Source: an optimization exercise on an open RTL-to-GDS flow (aim: small area and a short achievable clock period). Production flows keep margins and buffers that such runs may drop. Only simulation tests tie the RTL to the original design; equivalence was not proved. Power and IR drop assume default switching activity.

Design mul_ci_pipe, start of the top module:
module mul_ci_pipe #(
    parameter int WIDTH = 32,
    parameter int PIPE  = 3
) (
    input  logic             clock,
    input  logic             aclr,
    input  logic             clken,
    input  logic             start,
    input  logic [2:0]       n,
    input  logic [WIDTH-1:0] dataa,
    input  logic [WIDTH-1:0] datab,
    output logic [WIDTH-1:0] result,
    output logic             done,
    output logic             busy
);
==> flow/config.mk <==
export PLATFORM = sky130hd
export DESIGN_NAME = mul_ci_pipe
export DESIGN_NICKNAME = mul_ci_pipe
export VERILOG_FILES = /design/flow/design.v
export SDC_FILE = /design/flow/constraint.sdc
export NUM_CORES = 4
export LEC_CHECK = 0
export CAP_MARGIN = 20
export CORE_MARGIN = 2
export CORE_UTILIZATION = 40
export CTS_CLUSTER_DIAMETER = 150
export CTS_CLUSTER_SIZE = 20
export PLACE_DENSITY = 0.6
export SLEW_MARGIN = 20
export SYNTH_HIERARCHICAL = 1
export SYNTH_MINIMUM_KEEP_SIZE = 0
==> flow/constraint.sdc <==
create_clock -name core_clock -period 10.0 [get_ports {clock}]
set_input_delay 2.0000 -clock core_clock [delete_from_list [all_inputs] [get_ports {clock}]]
set_output_delay 2.0000 -clock core_clock [all_outputs]
set_load 0.01 [all_outputs]
standard.sh (not shown) runs the stock make flow with config.mk's settings and CLKGATE_MAP_FILE= SYNTH_SCRIPT=/design/flow/synth_recipe.tcl, a recipe that flattens the netlist after the stock synthesis.
==> flow/flow/run.sh <==
#!/bin/bash
# The standard layout, with repair_timing aiming for more setup slack than the clock needs,
# so that the resizer works on the paths that set the achieved period, and clock tree
# synthesis without dummy balancing loads. Everything else (synthesis, constraints, clock
# period, floorplan, power grid) is the standard flow.
set -euo pipefail
bash standard.sh SETUP_SLACK_MARGIN=6.6 \
  "CTS_ARGS=-sink_clustering_enable -repair_clock_nets -sink_clustering_size 20 -sink_clustering_max_diameter 150 -dont_use_dummy_load" \
  finish > make_finish.log 2>&1
The first run passed the timing, design-rule and antenna checks.
Rerun with:
==> flow/flow/run.sh (replaced) <==
#!/bin/bash
# The standard layout, with repair_timing aiming for more setup slack than the clock needs,
# so that the resizer works on the paths that set the achieved period. Everything else
# (synthesis, constraints, clock period, floorplan, power grid) is the standard flow.
set -euo pipefail
bash standard.sh SETUP_SLACK_MARGIN=6.6 finish > make_finish.log 2>&1
Result: Design area rises by 0.46%. Clock skew falls by 0.012 ns. Sequential power hardly moves. Wire length hardly moves. Die area is unchanged. Worst setup slack gets worse by 0.016 ns. Total power rises by 0.69%. Sequential share of layout area falls by 0.14 points. Global-route usage stays flat. Area after synthesis is unchanged. Utilization rises by 0.21 points.

mul_ci_pipe, a different RTL version from the one above (not shown whole).
Size in the first run: ~3600 cells after synthesis, about 490 flip-flops, ~110 I/O pins.
Settings: LEC_CHECK=0, CAP_MARGIN=20, CORE_MARGIN=2, CORE_UTILIZATION=40, CTS_CLUSTER_DIAMETER=150, CTS_CLUSTER_SIZE=20, PLACE_DENSITY=0.6, SLEW_MARGIN=20, SYNTH_HIERARCHICAL=1, SYNTH_MINIMUM_KEEP_SIZE=0; clock period 10.0 ns.
==> flow/flow/run.sh <==
#!/bin/bash
# The standard layout, with repair_timing aiming for more setup slack than the clock needs,
# so that the resizer works on the paths that set the achieved period. Everything else
# (synthesis, constraints, clock period, floorplan, power grid) is the standard flow.
set -euo pipefail
bash standard.sh SETUP_SLACK_MARGIN=6.65 finish > make_finish.log 2>&1
Next try:
==> flow/flow/run.sh (replaced) <==
#!/bin/bash
# The standard layout, with repair_timing aiming for more setup slack than the clock needs,
# so that the resizer works on the paths that set the achieved period, and clock tree
# synthesis without dummy balancing loads. Everything else (synthesis, constraints, clock
# period, floorplan, power grid) is the standard flow.
set -euo pipefail
bash standard.sh SETUP_SLACK_MARGIN=6.6 \
  "CTS_ARGS=-sink_clustering_enable -repair_clock_nets -sink_clustering_size 20 -sink_clustering_max_diameter 150 -dont_use_dummy_load" \
  finish > make_finish.log 2>&1
The new run passed the timing, design-rule and antenna checks.
Sequential power barely changes.
Die area stays the same.
Combinational power decreases by about 5%.
Next try:
--- a/flow/flow/run.sh
+++ b/flow/flow/run.sh
@@ -6,3 +6,3 @@
 set -euo pipefail
-bash standard.sh SETUP_SLACK_MARGIN=6.6 \
+bash standard.sh SETUP_SLACK_MARGIN=6.5 \
   "CTS_ARGS=-sink_clustering_enable -repair_clock_nets -sink_clustering_size 20 -sink_clustering_max_diameter 150 -dont_use_dummy_load" \
- CORE_UTILIZATION: 40 -> 55
- PLACE_DENSITY: 0.6 -> 0.7
=>
- The new run passed the timing, design-rule and antenna checks
- global-route usage rose by 7.0 points
- total power fell by 1.5%
- setup slack got worse by 92 ps
- worst hold slack hardly moves
- count of clock-buffer cells in the layout does not change
- sequential power is about the same
- wire length fell by 7.1%
- cell count fell by about 8%
- fmax fell by 2.6%
- cell area fell by 2.2%
- combinational power stays flat
Next try:
==> flow/flow/run.sh (replaced) <==
#!/bin/bash
# The standard layout, with repair_timing aiming for more setup slack than the clock needs,
# so that the resizer works on the paths that set the achieved period. Everything else
# (synthesis, constraints, clock period, floorplan, power grid) is the standard flow.
set -euo pipefail
bash standard.sh SETUP_SLACK_MARGIN=6.5 finish > make_finish.log 2>&1
- CORE_UTILIZATION: 55 -> 40
- PLACE_DENSITY: 0.7 -> 0.6
What happened: Total power went up by about 1.8%. Synthesized area is unchanged. Clock skew drops by 23 ps. Clock-buffer cell count is higher by 13. Fmax increases by 0.67%.

Another version of the RTL of mul_ci_pipe (not shown whole).
Size: about 3600 cells after synthesis, roughly 110 I/O pins, roughly 43000 sq um of cells after synthesis.
Settings: LEC_CHECK=0, CAP_MARGIN=20, CORE_MARGIN=2, CORE_UTILIZATION=55, CTS_CLUSTER_SIZE=30, PLACE_DENSITY=0.7, SLEW_MARGIN=20, SYNTH_HIERARCHICAL=1, SYNTH_MINIMUM_KEEP_SIZE=0; clock period 10.0 ns.
run.sh (not shown) runs the stock make flow with config.mk's settings and CLKGATE_MAP_FILE= SYNTH_SCRIPT=/design/flow/synth_recipe.tcl, a recipe that flattens the netlist after the stock synthesis.
Stock flow here: none of the scripts above is used.
The starting point ran to the end with no violations.
Rerun with:
--- a/flow/config.mk
+++ b/flow/config.mk
@@ -8,7 +8,6 @@
 export CAP_MARGIN = 20
 export CORE_MARGIN = 2
-export CORE_UTILIZATION = 55
-export CTS_CLUSTER_SIZE = 30
-export PLACE_DENSITY = 0.7
+export CORE_UTILIZATION = 40
+export PLACE_DENSITY = 0.6
 export SLEW_MARGIN = 20
 export SYNTH_HIERARCHICAL = 1
The changed run completed without violations.
Worst setup slack improves by 580 ps.
Clock-buffer cell count rose by 3.
Final area rose by about 1.5%.
Cell count rose by about 8%.
Sequential share of layout area fell by 0.45 points.
Global-route usage fell by 8.3 points.
Non-clock buffer count rose by 4.
Core utilization fell by 16 points.

## before
Another version of the RTL of mul_ci_pipe (not shown whole).
For scale: ~110 I/O pins, about 42,000 µm² of cells after synthesis.
export LEC_CHECK = 0
export CAP_MARGIN = 20
export CORE_MARGIN = 2
export CORE_UTILIZATION = 40
export CTS_CLUSTER_DIAMETER = 150
export CTS_CLUSTER_SIZE = 20
export PLACE_DENSITY = 0.6
export SLEW_MARGIN = 20
export SYNTH_HIERARCHICAL = 1
export SYNTH_MINIMUM_KEEP_SIZE = 0
create_clock -name core_clock -period 10.0 [get_ports {clock}]
standard.sh (not shown) runs the stock make flow with config.mk's settings and CLKGATE_MAP_FILE= SYNTH_SCRIPT=/design/flow/synth_recipe.tcl, a recipe that flattens the netlist after the stock synthesis.
==> flow/flow/run.sh <==
#!/bin/bash
# The standard layout, with repair_timing aiming for more setup slack than the clock needs,
# so that the resizer works on the paths that set the achieved period. Everything else
# (synthesis, constraints, clock period, floorplan, power grid) is the standard flow.
set -euo pipefail
bash standard.sh SETUP_SLACK_MARGIN=6.6 finish > make_finish.log 2>&1
[inputs] after vs before
-- flow/flow/run.sh --
<<< before, line 5
set -euo pipefail
bash standard.sh SETUP_SLACK_MARGIN=6.6 finish > make_finish.log 2>&1
>>> after, line 5
set -euo pipefail
bash standard.sh SETUP_SLACK_MARGIN=6.65 finish > make_finish.log 2>&1
- Per the comparison of after with before, combinational power rose by about 4%, normalized max-slew margin moved down, worst-case reg-to-reg path depth climbed 2, count of clock buffers in the final design higher.
- Total routed wirelength deteriorates in after relative to before.
- The flow did not stop early for before: all stages ran, and the layout cleared the timing, design-rule and antenna checks.
- after ran to completion and came out clean on the timing, design-rule and antenna checks.
- Detailed-route via count up about 0.7% in after wrt before
- For after, the origin of the worst setup path was a_q[16], unlike before, where it was aclr.
- after ended up with met5 as its highest signal layer in the routed design; before ended up with met4.
- after vs before, library cell contributing the largest single delay on the critical path: sky130_fd_sc_hd__fa_1 vs sky130_fd_sc_hd__buf_4
- Compared with before, in after share of the clock period used by the worst path has increased; total power after layout has increased; final weighted congestion in routability-driven placement has increased.
- Against before, after comes in 0.2 points lower on clock share of power.

PW:
mul_ci_pipe, a different RTL version from the one above (not shown whole).
Size: roughly 3,600 cells after synthesis, ~110 I/O pins, roughly 43,000 um2 of cells after synthesis.
clock: 10.0 ns
lec_check: 0
cap_margin: 20
core_margin: 2
core_utilization: 40
place_density: 0.6
slew_margin: 20
synth_hierarchical: 1
synth_minimum_keep_size: 0
==> flow/flow/run.sh <==
#!/bin/bash
# The standard layout, with repair_timing aiming for more setup slack than the clock needs,
# so that the resizer works on the paths that set the achieved period. Everything else
# (synthesis, constraints, clock period, floorplan, power grid) is the standard flow.
set -euo pipefail
bash standard.sh SETUP_SLACK_MARGIN=6.5 finish > make_finish.log 2>&1
PW has completed all stages; timing, DRC and antenna checks passed.
Changes in TR relative to PW:
Settings: an added CTS_CLUSTER_DIAMETER of 150; an added CTS_CLUSTER_SIZE of 20.
## What came out
Compared TR vs PW, and worst slack on hold paths is up in TR.
Between TR and PW, it is TR whose global-route wire length before repair is lower, by 1000 um.
Diff PW and TR: total power lower in TR
Synthesized area per cell across PW and TR: no real change.
Clock network power share: TR vs PW down 4.6 points
On non-clock buffer count: TR sits below PW.
Wire: TR routes less than PW
Per the comparison of TR with PW, minimum clock period fell 0.037 ns; number of nets in the layout now smaller; timing-limited maximum frequency higher; critical path depth now smaller.

[port drivers added, routing unchanged]
The results above use ideal ports. As a check the final layouts listed here were re-extracted and re-timed, cells and wires unchanged. Step 1: set_driving_cell puts a clkbuf_16 on clock and a buf_2 on each other input, an assumption about the parent block. Step 2 moves the port delays by t, midway between the first and last clock arrival at a register: inputs arrive t later, outputs are due t later. That takes back most of the time a late clock gives input paths. Three values: no drivers, after step 1, after step 2; two values: the first two.
run	t, ns	setup WS [ns]	worst setup path at the end
the first run of note 1	0.689	6.554 / 6.554 / 5.918	input to register
the second run of note 1	0.716	6.539 / 6.539 / 5.872	input to register
the first run of note 2	0.712	6.573 / 6.573 / 6.029	input to register
the second run of note 2	0.698	6.598 / 6.569 / 6.087	input to register
the third run of note 2	0.665	6.506 / 6.506 / 5.954	input to register
the fourth run of note 2	0.714	6.529 / 6.460 / 5.855	input to register
the first run of note 3	0.685	5.541 / 5.573 / 4.887	input to register
the second run of note 3	0.728	6.119 / 6.052 / 5.532	input to register
before	0.698	6.570 / 6.585 / 5.902	input to register
after	0.707	6.539 / 6.539 / 6.046	input to register
PW	0.730	6.491 / 6.481 / 6.000	input to register
TR	0.718	6.528 / 6.485 / 6.010	input to register
After both steps setup and hold are still met in every run listed. For the fourth run of note 2, which loses most, drivers alone change the setup slack by -0.069 ns; drivers and shift together by -0.674 ns.
